What follows belongs to an exercise in optimizing a design on an open flow for small area, a short achievable clock period and few clock cycles; a production flow would make more cautious choices.
In this exercise RTL edits were held to simulation tests only and were not proved equivalent to the original.
Power is estimated from default activity; no workload was simulated.

$ cat flow/config.mk
export PLATFORM = sky130hd
export DESIGN_NAME = rsa_modexp
export DESIGN_NICKNAME = rsa_modexp
export VERILOG_FILES = /design/flow/design.v
export SDC_FILE = /design/flow/constraint.sdc
export NUM_CORES = 4
export LEC_CHECK = 0
export CAP_MARGIN = 20
export CORE_MARGIN = 2
export CORE_UTILIZATION = 65
export SLEW_MARGIN = 20
$ cat flow/constraint.sdc
create_clock -name core_clock -period 10.5 [get_ports {clk}]
set_input_delay 2.1000 -clock core_clock [delete_from_list [all_inputs] [get_ports {clk}]]
set_output_delay 2.1000 -clock core_clock [all_outputs]
set_load 0.01 [all_outputs]
$ cat flow/design.v
package rsa_pkg;
  localparam int ONE = 1;
endpackage
import rsa_pkg::*;
module rsa_modexp
#(
  parameter  int W   = 32,
  localparam int OPW = 2 * W
) (
  input  logic           clk,
  input  logic           rst_n,
  input  logic           start,
  input  logic [OPW-1:0] n,
  input  logic [OPW-1:0] exp,
  input  logic [OPW-1:0] msg,
  output logic [OPW-1:0] result,
  output logic           busy,
  output logic           done,
  output logic           err
);
  localparam int K    = 4;                       
  localparam int ITER = (66 + K - 1) / K + 1;    
  localparam int RD   = K * ITER;                
  localparam int RB   = K * (ITER - 1);          
  localparam int AW   = OPW + 1;                 
  localparam int SW   = OPW + K + 2;             
  localparam int TW   = SW + K;                  
  localparam int XW   = OPW + 3;                 
  localparam int FBT  = (OPW + K - 1) / K - 1;   
  localparam int S_IDLE  = 0;
  localparam int S_CHK1  = 1;
  localparam int S_CHK2  = 2;
  localparam int S_CONV  = 3;
  localparam int S_CONVF = 4;
  localparam int S_MM    = 5;
  localparam int S_MMEND = 6;
  localparam int S_FIX   = 7;
  localparam int S_FBS   = 8;
  localparam int S_FBA   = 9;
  localparam int S_FBB   = 10;
  localparam int S_FBC   = 11;
  localparam int S_FBD   = 12;
  localparam int S_FBP   = 13;
  localparam int NS      = 14;
  localparam logic [1:0] OP_SQR = 2'd0;
  localparam logic [1:0] OP_MUL = 2'd1;
  localparam logic [1:0] OP_FIN = 2'd2;
  logic [NS-1:0]  r_st;
  logic           r_busy;
  logic           r_done;
  logic           r_err;
  logic [AW-1:0]  r_a;         
  logic           k_yc, k_ya, k_ysub, k_yadd;
  logic [OPW-1:0] r_n;
  logic [K-1:0]   r_mq;        
  logic [7:0]     r_qp;        
  logic [OPW-1:0] r_e;
  logic [SW-1:0]  r_s;
  logic [SW-1:0]  r_c;
  logic           r_cin;       
  logic [K-1:0]   r_t;         
  logic [1:0]     r_nqh;       
  logic [1:0]     r_nq;        
  logic [AW-1:0]  r_m;         
  logic [K-1:0]   r_d;         
  logic [6:0]     r_cnt;
  logic           r_cz;        
  logic           r_cl;        
  logic [6:0]     r_nidx;      
  logic [6:0]     r_bc;        
  logic [1:0]     r_op;
  logic           r_mulpend;
  logic           r_lead;
  logic [2:0]     r_sub;
  logic           r_ge;
  logic [NS-1:0]  w_st;
  logic           w_busy;
  logic           w_done;
  logic           w_err;
  logic [AW-1:0]  w_a;
  logic [OPW-1:0] w_n;
  logic [OPW-1:0] w_e;
  logic [SW-1:0]  w_s;
  logic [SW-1:0]  w_c;
  logic [AW-1:0]  w_m;
  logic [K-1:0]   w_d;
  logic [6:0]     w_cnt;
  logic [6:0]     w_bc;
  logic [1:0]     w_op;
  logic           w_mulpend;
  logic           w_lead;
  logic [2:0]     w_sub;
  logic           w_yc, w_ya, w_ysub, w_yadd;
  logic           clr;         
  logic           s_cpa;       
  logic           s_cpa2;      
  logic           s_dbl;       
  logic           nsgn;        
  wire odd = r_n[0];
  wire cin = r_cin;
  logic [XW-1:0] cpa_x;
  logic [XW-1:0] cpa_y;
  logic          cpa_ci;
  logic [XW:0]   cpa_sum;
  always_comb begin
    cpa_x = r_s[XW-1:0];
    cpa_y  = ({XW{k_ysub}} & ~{3'b000, r_n})
           | ({XW{k_yadd}} & {3'b000, r_n})
           | ({XW{k_yc}} & r_c[XW-1:0])
           | ({XW{k_ya}} & {2'b00, r_a});
    cpa_ci = k_ysub || (k_yc && cin);
  end
  localparam int LH = 32;
  localparam int HH = XW - LH;
  logic [LH+1:0] cpa_lo;
  logic [HH:0]   cpa_hi0;
  logic [HH+1:0] cpa_hi1;
  assign cpa_lo  = {1'b0, cpa_x[LH-1:0], 1'b1} + {1'b0, cpa_y[LH-1:0], cpa_ci};
  assign cpa_hi0 = {1'b0, cpa_x[XW-1:LH]} + {1'b0, cpa_y[XW-1:LH]};
  assign cpa_hi1 = {1'b0, cpa_x[XW-1:LH], 1'b1} + {1'b0, cpa_y[XW-1:LH], 1'b1};
  assign cpa_sum = {cpa_lo[LH+1] ? cpa_hi1[HH+1:1] : cpa_hi0, cpa_lo[LH:1]};
  function automatic logic [2*TW-1:0] fa(input logic [TW-1:0] a, input logic [TW-1:0] b,
                                         input logic [TW-1:0] c);
    fa = {(a & b) | (a & c) | (b & c), a ^ b ^ c};    
  endfunction
  logic [K-1:0]  mm_q;
  logic [SW-1:0] mm_s;
  logic [SW-1:0] mm_c;
  logic          mm_cin;
  logic [K-1:0]  mm_t;
  always_comb begin
    logic [K-1:0]  t, tp, tg;
    logic [K:0]    tc;
    logic [TW-1:0] y [K];
    logic [TW-1:0] qr [K];
    logic [TW-1:0] r0, r1, r2, r3, r4, r5, u0, u1;
    logic [2*TW-1:0] f;
    logic [1:0]    g;
    t = r_t;
    if (K == 4) begin
      mm_q[1:0] = t[1:0];
      mm_q[3:2] = r_qp[2*t[1:0] +: 2] + (r_mq[1] ? 2'(-t[3:2]) : t[3:2]);
    end else begin
      mm_q = K'(t * r_mq);
    end
    for (int j = 0; j < K; j++)
      y[j] = r_d[j] ? (TW'(r_a) << (K + j)) : '0;
    y[0][0] = cin;
    for (int h = 0; h < K; h++)
      if (K == 4 && h < 2)
        qr[h] = r_nq[h] ? '0 : (TW'(r_n) << h);
      else if (K == 4)
        qr[h] = r_nqh[h-2] ? '0 : (TW'(r_n) << h);
      else
        qr[h] = mm_q[h] ? (TW'(r_n) << h) : '0;
    r0 = TW'(r_s);
    r1 = TW'(r_c);
    if (K == 4) begin
      f = fa(r0, r1, y[0]);            r0 = f[TW-1:0]; r1 = f[2*TW-1:TW] << 1;
      f = fa(y[1], y[2], y[3]);        r2 = f[TW-1:0]; r3 = f[2*TW-1:TW] << 1;
      f = fa(qr[0], qr[1], qr[2]);     r4 = f[TW-1:0]; r5 = f[2*TW-1:TW] << 1;
      f = fa(r0, r1, r2);              r0 = f[TW-1:0]; r1 = f[2*TW-1:TW] << 1;
      f = fa(r3, r4, r5);              r2 = f[TW-1:0]; r3 = f[2*TW-1:TW] << 1;
      f = fa(r0, r1, r2);              r0 = f[TW-1:0]; r1 = f[2*TW-1:TW] << 1;
      f = fa(r0, r1, r3);              r0 = f[TW-1:0]; r1 = f[2*TW-1:TW] << 1;
      f = fa(r0, r1, qr[3]);           u0 = f[TW-1:0]; u1 = f[2*TW-1:TW] << 1;
    end else begin
      u0 = r0;
      u1 = r1;
      for (int j = 0; j < K; j++) begin
        f = fa(u0, u1, y[j]);          u0 = f[TW-1:0]; u1 = f[2*TW-1:TW] << 1;
      end
      for (int h = 0; h < K; h++) begin
        f = fa(u0, u1, qr[h]);         u0 = f[TW-1:0]; u1 = f[2*TW-1:TW] << 1;
      end
    end
    mm_s = u0[K +: SW];
    mm_c = u1[K +: SW];
    mm_cin = |{u1[K-1:0], u0[K-1:0]};
    tp = u0[K +: K] ^ u1[K +: K];
    tg = u0[K +: K] & u1[K +: K];
    tc[0] = mm_cin;
    for (int i = 1; i <= K; i++) begin
      logic acc, pp;
      acc = 1'b0;
      pp  = 1'b1;
      for (int j = i - 1; j >= 0; j--) begin
        acc = acc | (pp & tg[j]);
        pp  = pp & tp[j];
      end
      tc[i] = acc | (pp & mm_cin);
    end
    mm_t = tp ^ tc[K-1:0];
  end
  function automatic logic [K-1:0] neg_inv(input logic [K-1:0] nn);
    logic [K-1:0] x;
    x = nn;                               
    for (int i = 0; i < 3; i++)
      x = K'(x * (K'(2) - K'(nn * x)));
    neg_inv = K'(-x);
  endfunction
  logic [RD-1:0] ya;
  logic [RD-1:0] ym;
  assign ya = RD'(r_a);
  assign ym = RD'(r_m);
  function automatic logic [K-1:0] chunk(input logic [RD-1:0] v, input logic [6:0] idx);
    chunk = v[idx*K +: K];
  endfunction
  logic [6:0]   nidx;
  logic [K-1:0] mm_next_d;
  logic [K-1:0] nx_d;
  assign nidx = r_nidx;
  always_comb begin
    case (r_op)
      OP_SQR,
      OP_MUL:  mm_next_d = (nidx < 7'(ITER)) ? nx_d : '0;
      default: mm_next_d = '0;
    endcase
  end
  assign nx_d = (r_op == OP_SQR) ? chunk(ya, nidx) : chunk(ym, nidx);
  logic r_ezero, r_nsmall;
  wire e_zero  = r_ezero;
  wire n_small = r_nsmall;
  wire a_eq_n  = (r_a == {1'b0, r_n});
  always_comb begin
    logic [AW-1:0] newa;
    logic          pick;
    w_st      = '0;
    w_busy    = r_busy;
    w_done    = 1'b0;
    w_err     = r_err;
    w_a       = r_a;
    w_n       = r_n;
    w_e       = r_e;
    w_s       = r_s;
    w_m       = r_m;
    w_d       = r_d;
    w_cnt     = r_cnt;
    w_bc      = r_bc;
    w_op      = r_op;
    w_mulpend = r_mulpend;
    w_lead    = r_lead;
    w_sub     = r_sub;
    newa      = cpa_sum[AW-1:0];
    pick      = 1'b0;
    clr       = 1'b0;
    s_cpa     = 1'b0;
    s_cpa2    = 1'b0;
    s_dbl     = 1'b0;
    if (r_st[S_IDLE]) begin
      w_n = n;
      w_e = exp;
      w_s = SW'(msg);
      if (start) begin
        w_st[S_CHK1] = 1'b1;
        w_busy       = 1'b1;
      end else begin
        w_st[S_IDLE] = 1'b1;
      end
    end
    if (r_st[S_CHK1]) w_st[S_CHK2] = 1'b1;
    if (r_st[S_CHK2]) begin
      if (n_small || r_ge) begin
        w_a          = '0;
        w_err        = 1'b1;
        w_st[S_IDLE] = 1'b1;
        w_busy       = 1'b0;
        w_done       = 1'b1;
      end else if (e_zero) begin
        w_a          = AW'(1);
        w_err        = 1'b0;
        w_st[S_IDLE] = 1'b1;
        w_busy       = 1'b0;
        w_done       = 1'b1;
      end else begin
        w_err        = 1'b0;
        w_cnt        = 7'(RB - 1);
        w_bc         = 7'd64;
        w_lead       = 1'b0;
        w_st[S_CONV] = 1'b1;
        if (odd) s_dbl = 1'b1;
      end
    end
    if (r_st[S_CONV]) begin
      if (odd) begin
        if (r_cz) s_cpa  = 1'b1;
        else      s_cpa2 = 1'b1;
      end
      if (!r_lead) begin
        w_e  = {r_e[OPW-2:0], 1'b0};
        w_bc = r_bc - 7'd1;
        if (r_e[OPW-1]) w_lead = 1'b1;
      end
      w_cnt = r_cnt - 7'd1;
      if (r_cz) w_st[S_CONVF] = 1'b1;
      else             w_st[S_CONV]  = 1'b1;
    end
    if (r_st[S_CONVF]) begin
      w_m  = newa;
      w_a  = newa;
      pick = 1'b1;
    end
    if (r_st[S_MM]) begin
      w_d   = mm_next_d;
      w_cnt = r_cnt + 7'd1;
      if (r_cl) w_st[S_MMEND] = 1'b1;
      else                       w_st[S_MM]    = 1'b1;
    end
    if (r_st[S_MMEND]) begin
      w_a = newa;
      if (r_op == OP_FIN) begin
        w_st[S_FIX] = 1'b1;
      end else if (r_op == OP_SQR && r_mulpend) begin
        w_op       = OP_MUL;
        w_mulpend  = 1'b0;
        w_d        = r_m[K-1:0];
        w_cnt      = '0;
        clr        = 1'b1;
        w_st[S_MM] = 1'b1;
      end else begin
        pick = 1'b1;
      end
    end
    if (r_st[S_FIX]) begin
      if (a_eq_n) w_a = '0;
      w_st[S_IDLE] = 1'b1;
      w_busy       = 1'b0;
      w_done       = 1'b1;
    end
    if (r_st[S_FBS]) begin
      w_s         = '0;
      w_d         = (r_op == OP_SQR) ? chunk(ya, 7'(FBT)) : chunk(ym, 7'(FBT));
      w_cnt       = 7'(FBT);
      w_sub       = 3'(K - 1);
      w_st[S_FBP] = 1'b1;
    end
    if (r_st[S_FBP]) begin
      s_dbl       = 1'b1;
      w_st[S_FBA] = 1'b1;
    end
    if (r_st[S_FBA]) begin
      s_cpa       = 1'b1;
      w_st[S_FBB] = 1'b1;
    end
    if (r_st[S_FBB]) begin
      s_cpa       = 1'b1;
      w_st[S_FBC] = 1'b1;
    end
    if (r_st[S_FBC]) begin
      s_cpa       = 1'b1;
      w_st[S_FBD] = 1'b1;
    end
    if (r_st[S_FBD]) begin
      s_cpa = 1'b1;
      if (r_sub == '0) begin
        if (r_cz) begin
          w_a = newa;
          if (r_op == OP_SQR && r_mulpend) begin
            w_op        = OP_MUL;
            w_mulpend   = 1'b0;
            w_st[S_FBS] = 1'b1;
          end else begin
            pick = 1'b1;
          end
        end else begin
          w_d         = nx_d;
          w_cnt       = r_cnt - 7'd1;
          w_sub       = 3'(K - 1);
          w_st[S_FBP] = 1'b1;
        end
      end else begin
        w_sub       = r_sub - 3'd1;
        w_st[S_FBP] = 1'b1;
      end
    end
    if (pick) begin
      if (r_bc == '0) begin
        if (odd) begin
          w_op       = OP_FIN;
          w_d        = K'(1);
          w_cnt      = '0;
          clr        = 1'b1;
          w_st[S_MM] = 1'b1;
        end else begin
          w_st[S_IDLE] = 1'b1;
          w_busy       = 1'b0;
          w_done       = 1'b1;
        end
      end else begin
        w_e       = {r_e[OPW-2:0], 1'b0};
        w_bc      = r_bc - 7'd1;
        w_mulpend = r_e[OPW-1];
        w_op      = OP_SQR;
        if (odd) begin
          w_d        = newa[K-1:0];
          w_cnt      = '0;
          clr        = 1'b1;
          w_st[S_MM] = 1'b1;
        end else begin
          w_st[S_FBS] = 1'b1;
        end
      end
    end
    if (r_st == '0) begin
      w_st[S_IDLE] = 1'b1;
      w_busy       = 1'b0;
    end
    if (s_dbl)  w_s = SW'({r_s[OPW+1:0], 1'b0});
    if (s_cpa)  w_s = SW'(cpa_sum[XW-1:0]);
    if (s_cpa2) w_s = SW'({cpa_sum[OPW+1:0], 1'b0});
    if (clr)   w_s = '0;
    if (r_st[S_MM]) w_s = mm_s;
    w_yc   = w_st[S_MMEND];
    w_ya   = r_st[S_FBP] & r_d[r_sub];
    nsgn   = (s_cpa | s_cpa2) ? cpa_sum[OPW+1] : r_s[OPW+1];
    w_ysub = w_st[S_CHK1] | w_st[S_FBB] | ((w_st[S_CONV] | w_st[S_FBC]) & !nsgn);
    w_yadd = ((w_st[S_CONV] | w_st[S_FBC] | w_st[S_FBD]) & nsgn)
           | (w_st[S_CONVF] & odd);
  end
  assign w_c = r_st[S_MM] ? mm_c : '0;
  always_ff @(posedge clk or negedge rst_n) begin
    if (!rst_n) begin
      r_st    <= NS'(1);
      r_busy  <= 1'b0;
      r_done  <= 1'b0;
      r_err   <= 1'b0;
      r_a     <= '0;
    end else begin
      r_st    <= w_st;
      r_busy  <= w_busy;
      r_done  <= w_done;
      r_err   <= w_err;
      r_a     <= w_a;
    end
  end
  always_ff @(posedge clk) begin
    r_n       <= w_n;
    r_e       <= w_e;
    r_s       <= w_s;
    r_c       <= w_c;
    r_cin     <= r_st[S_MM] & mm_cin;
    r_nq      <= r_st[S_MM] ? ~{mm_t[1] ^ (r_mq[1] & mm_t[0]), mm_t[0]} : '1;
    r_nqh     <= r_st[S_MM] ? ~(r_qp[2*{mm_t[1] ^ (r_mq[1] & mm_t[0]), mm_t[0]} +: 2]
                                + 2'(mm_t[3:2] * r_mq[1:0])) : '1;
    if (K == 4)
      r_t     <= r_st[S_MM] ? {mm_t[3:2], mm_t[1] ^ (r_mq[1] & mm_t[0]), mm_t[0]} : '0;
    else
      r_t     <= r_st[S_MM] ? mm_t : '0;
    k_yc      <= w_yc;
    k_ya      <= w_ya;
    k_ysub    <= w_ysub;
    k_yadd    <= w_yadd;
    r_m       <= w_m;
    r_d       <= w_d;
    r_cnt     <= w_cnt;
    r_cz      <= (w_cnt == '0);
    r_cl      <= (w_cnt == 7'(ITER - 1));
    r_nidx    <= w_st[S_MM] ? w_cnt + 7'd1 : w_cnt - 7'd1;
    r_bc      <= w_bc;
    r_op      <= w_op;
    r_mulpend <= w_mulpend;
    r_lead    <= w_lead;
    r_sub     <= w_sub;
    r_ge      <= cpa_sum[XW];
    r_ezero   <= (r_e == '0);
    r_nsmall  <= (r_n[OPW-1:1] == '0);
    if (r_st[S_CHK2]) begin
      r_mq <= neg_inv(r_n[K-1:0]);
      for (int i = 0; i < 4; i++)
        r_qp[2*i +: 2] <= 2'(((((i * 32'(neg_inv(r_n[K-1:0]))) % 4) * 32'(neg_inv(r_n[K-1:0]))) % 16) >> 2);
    end
  end
  assign busy   = r_busy;
  assign done   = r_done;
  assign result = r_a[OPW-1:0];
  assign err    = r_err;
endmodule
$ cat flow/flow/run.sh
#!/bin/bash
# Standard ORFS layout (the standard.sh: its synthesis, SDC and clock
# period unchanged) with a larger setup repair margin, so that repair_timing
# aims for a shorter achieved period, and with buf_2 cells as the port
# buffers (every input and output port still gets one). make's full output
# goes to flow_make.log; ORFS keeps each step's log under orfs/logs.
set -euo pipefail
bash standard.sh SETUP_SLACK_MARGIN=6.25 "BUFFER_PORTS_ARGS=-buffer_cell sky130_fd_sc_hd__buf_2" finish > flow_make.log 2>&1
$ cat flow/standard.sh
#!/bin/bash
# synth_recipe.tcl (not shown) runs the flow's synth.tcl, then flattens the netlist and writes it again
# the make line also repeats each setting of config.mk as NAME=value (left out here)
make -C /OpenROAD-flow-scripts/flow DESIGN_CONFIG=/design/flow/config.mk WORK_HOME=/design/flow/orfs CLKGATE_MAP_FILE= SYNTH_SCRIPT=/design/flow/synth_recipe.tcl "${@:-finish}"
==> run notes <==
final worst setup slack=5.384 ns; Setup CP Type=register to register; final cell count without fillers=5549; Vias=approximately 37000; Initial Utilization=0.6591; Synth area leader=fa_1; P&R area growth vs syn=15.30%; CTS clk-pin slew, worst paths=0.06 ns; Die W=roughly 260 um; FMAX=a little under 0.2 GHz; Slew HR=0.2164; clk latency of the worst-skew pair=0.67 ns; FP Rows=93; RePlAce Congestion=a little over 1; core area=about 65000 um^2; Synth Register Bits=466; Initial DRC Count=5178; num ports=262; CP cell instances=nor2b_4, fa_1, ha_1, inv_2, fa_1, fa_1, fa_1, nand2_2, fa_2, xor2_4, xor2_1, mux2_4, a21oi_2, xor2_1, xnor2_1, and3_1, o21ai_0; startpoint types=register; pre-CTS WS=roughly 5 ns; count of cell types in the netlist=just over 80; # clock sinks=between 400 and 500; count leader, synth=fa_1; Cells after DPL=between 5000 and 6000; drc violations=0; FFs w/ async S/R, synth=0.1760; post-route minimum period=5.116 ns; Tcrit/Tclk final=0.4873; Synth area leaders=fa_1, edfxtp_1, dfxtp_1; Die Ht=260.1 um; CP max stage cell=fa_1; cts hold-fix bufs=0; grt total ovfl=0; clk buf depth=3; Critical Path Sink Type=register; max-cap violation count=0; vias in the first global route=between 30000 and 40000; CTS tree=yes; Fillers=roughly 4600; worst-margin pin slew=1.165 ns; CTS buffer count=56; worst path arrival time=5.61 ns; Post-Syn Instances=approximately 4500; DR vias/cell=roughly 6.7; run status=complete, no violations; WL met1=approximately 56000 um; first-pass GRT wire length=229500 um; root buffer cell=clkbuf_16; setup TNS=0 ns; largest net degree at the start of global routing=132; Main synth FF type=edfxtp_1; Worst path max stage delay=between 0.5 and 0.6 ns; initial antenna violation count=12; Max Used Layer=met5; VDD IR max=0.2865 mV; IO buf count=261; RSZ-0062 raised after global routing=yes; sequential area share after synthesis=0.2763; Routed WL=163400 um; final hold viol count=0; drt wl/cell=around 29 um; Total GRT Usage=0.4627; Total Die Area=~68000 um^2; proportion of layout cells with a drive suffix above 1=0.1849; met3 routed WL=24010 um; final max-slew violation count=0; drt pass-1 iters=7; Mapped Area=around 43000 um^2; Yosys warning count=3; Worst EP required=around 11 ns; Post-synth EDFFs=between 200 and 250; post-route ant nets=0; clk_skew=just under 0.03 ns; leakage=around 21 nW; Mapped Avg Cell Area=9.478 um^2; # nets final=~5500; H-tree levels=2; top cell type's share of synthesized area=0.2432; met2 wire length=approximately 69000 um; Setup Viol. Count Final=0; Post-DP HPWL=around 100000 um; most instantiated cells after synthesis=fa_1, inv_1, nand2_1; worst hold path type=register to register; worst-path fanout max=4; cell mode on critical path=fa_1; PwrDens=390.8 nW/um^2
## report_power, final
| part | internal [mW] | switching, mW | total, mW |
|---|---|---|---|
| clock | 1.14 | 0.881 | 2.02 |
| combinational | 5.31 | 7.92 | 13.2 |
| sequential | 2.84 | 1.13 | 3.97 |
| total | 9.29 | 9.93 | 19.2 |
## timing repair
item | in CTS | in global routing
gates cloned | 13 | 14
pin swaps | 49 | 98
endpoints found under the setup margin | 258 | 117
gates resized for setup | 155 | 191
setup buffers | 93 | 69
## layout make-up
type | instances | area (um^2) | area share
flip-flops and latches | 466 | 11860 | 0.2412
clock inverters | 27 | 270.3 | 0.005497
well taps | 855 | 1070 | 0.02176
inverters | 514 | 1952 | 0.03970
diodes | 5 | 12.51 | 0.0002545
repair buffers | 493 | 3973 | 0.08079
clock buffers | 79 | 1590 | 0.03234
multi-input cells | 3110 | 28440 | 0.5784
## flip-flops by register name (all words and copies together), names as in the netlist, 2 cells and up
name and cells:
r_c 70, r_s 69, r_a 65, r_m 65, r_e 64, r_n 64
r_st 14, r_bc 7, r_cnt 7, r_nidx 7, r_d 4, r_qp 4
r_sub 3, r_mq 2, r_nq 2, r_nqh 2, r_op 2
## worst paths after layout
check	start	end	slack, ns	depth (start not counted)
max	r_n[2]	r_nqh[1]	5.38	17
min	r_st[1]	r_st[2]	0.38	0
max reg2reg	r_n[2]	r_nqh[1]	5.38	17
min reg2reg	r_st[1]	r_st[2]	0.38	0
max in group asynchronous	rst_n	r_a[13]	7.70	2
min in group asynchronous	rst_n	r_st[8]	1.47	1
## layer usage
metal	vias to the layer above	global-route usage
met5	-	0.004986
met2	2925	0.6872
met4	16	0.2994
li1	15130	-
met3	871	0.1441
met1	18010	0.5884
## cells by family (layout without fill, tap and decap cells)
group,count (synthesis),in the layout,synth area share
compound gates,784,784,0.1165
xor+xnor,139,139,0.02872
fa+ha+maj,638,638,0.2784
buf+inv,924,1113,0.08723
flops,466,466,0.2763
mux,189,189,0.05449
other cells,2,8,0.0001761
simple gates,1357,1357,0.1582
## per-stage QoR
stage / hold slack [ns] / utilization / cell area (um^2) / power [mW]
6_report: 0.3835 / 0.7600 / 49170 / 19.21
5_1_grt: 0.3960 / 0.7598 / 49160 / 20.12
4_1_cts: 0.3897 / 0.7333 / 47440 / 17.27
3_5_place_dp: 0.3772 / 0.6762 / 43750 / 13.92
3_3_place_gp: 0.3651 / 0.6762 / 43750 / 13.83
2_1_floorplan: 0.3549 / - / 42780 / 10.75
## worst max-delay path: cells and delay by family, from the launching register on
kind	cells	cell delay, ns
adder cells (fa/ha/maj)	6	2.69
XOR/XNOR	4	0.75
flip-flops	1	0.49
AND/OR/NAND/NOR	3	0.45
multiplexers	1	0.32
AO/OA/AOI/OAI	2	0.19
buffers and inverters	1	0.04
## placed cells by master (no fill, tap or decap), types with 38 or more instances in the layout
cell type and n:
a21oi_1 212, a211oi_1 39, buf_2 260, a22oi_1 82
nand3_1 68, o21ai_0 177, edfxtp_1 204, nor3b_1 55
nor2b_1 199, dfrtp_1 63, mux2i_1 145, nor4_1 50
dfxtp_1 167, a21o_1 38, inv_1 500, and2_1 146
nor2_1 166, xor2_1 65, fa_1 511, nand2_1 485
clkbuf_16 71, xnor2_1 53, buf_4 160, ha_1 102
Testbench counts, summed over its fixed seeds: cycles 96,602.

==> static timing again, ports no longer ideal <==
The flow's constraints put no driver on any port. The routed layout listed below was extracted and timed again, unchanged, in two steps. Step 1, drivers: a clkbuf_16 drives clk and a buf_2 each remaining input, both assumed. Step 2 adds t to the input delays and takes it off the output delays; t is the mean of the earliest and latest rising clock arrival at the registers after step 1. Input paths then give back, and output paths get back, about the clock's delay inside the block. Three values: no drivers, after step 1, after step 2; two values: the first two.
t, ns: 0.728
setup slack, ns: 5.384 / 5.384 / 5.384
cell pins on the clock port's net: 1
After both steps setup and hold are still met in this run. For this run, drivers alone change the setup slack by 0.000 ns; drivers and shift together by 0.000 ns.
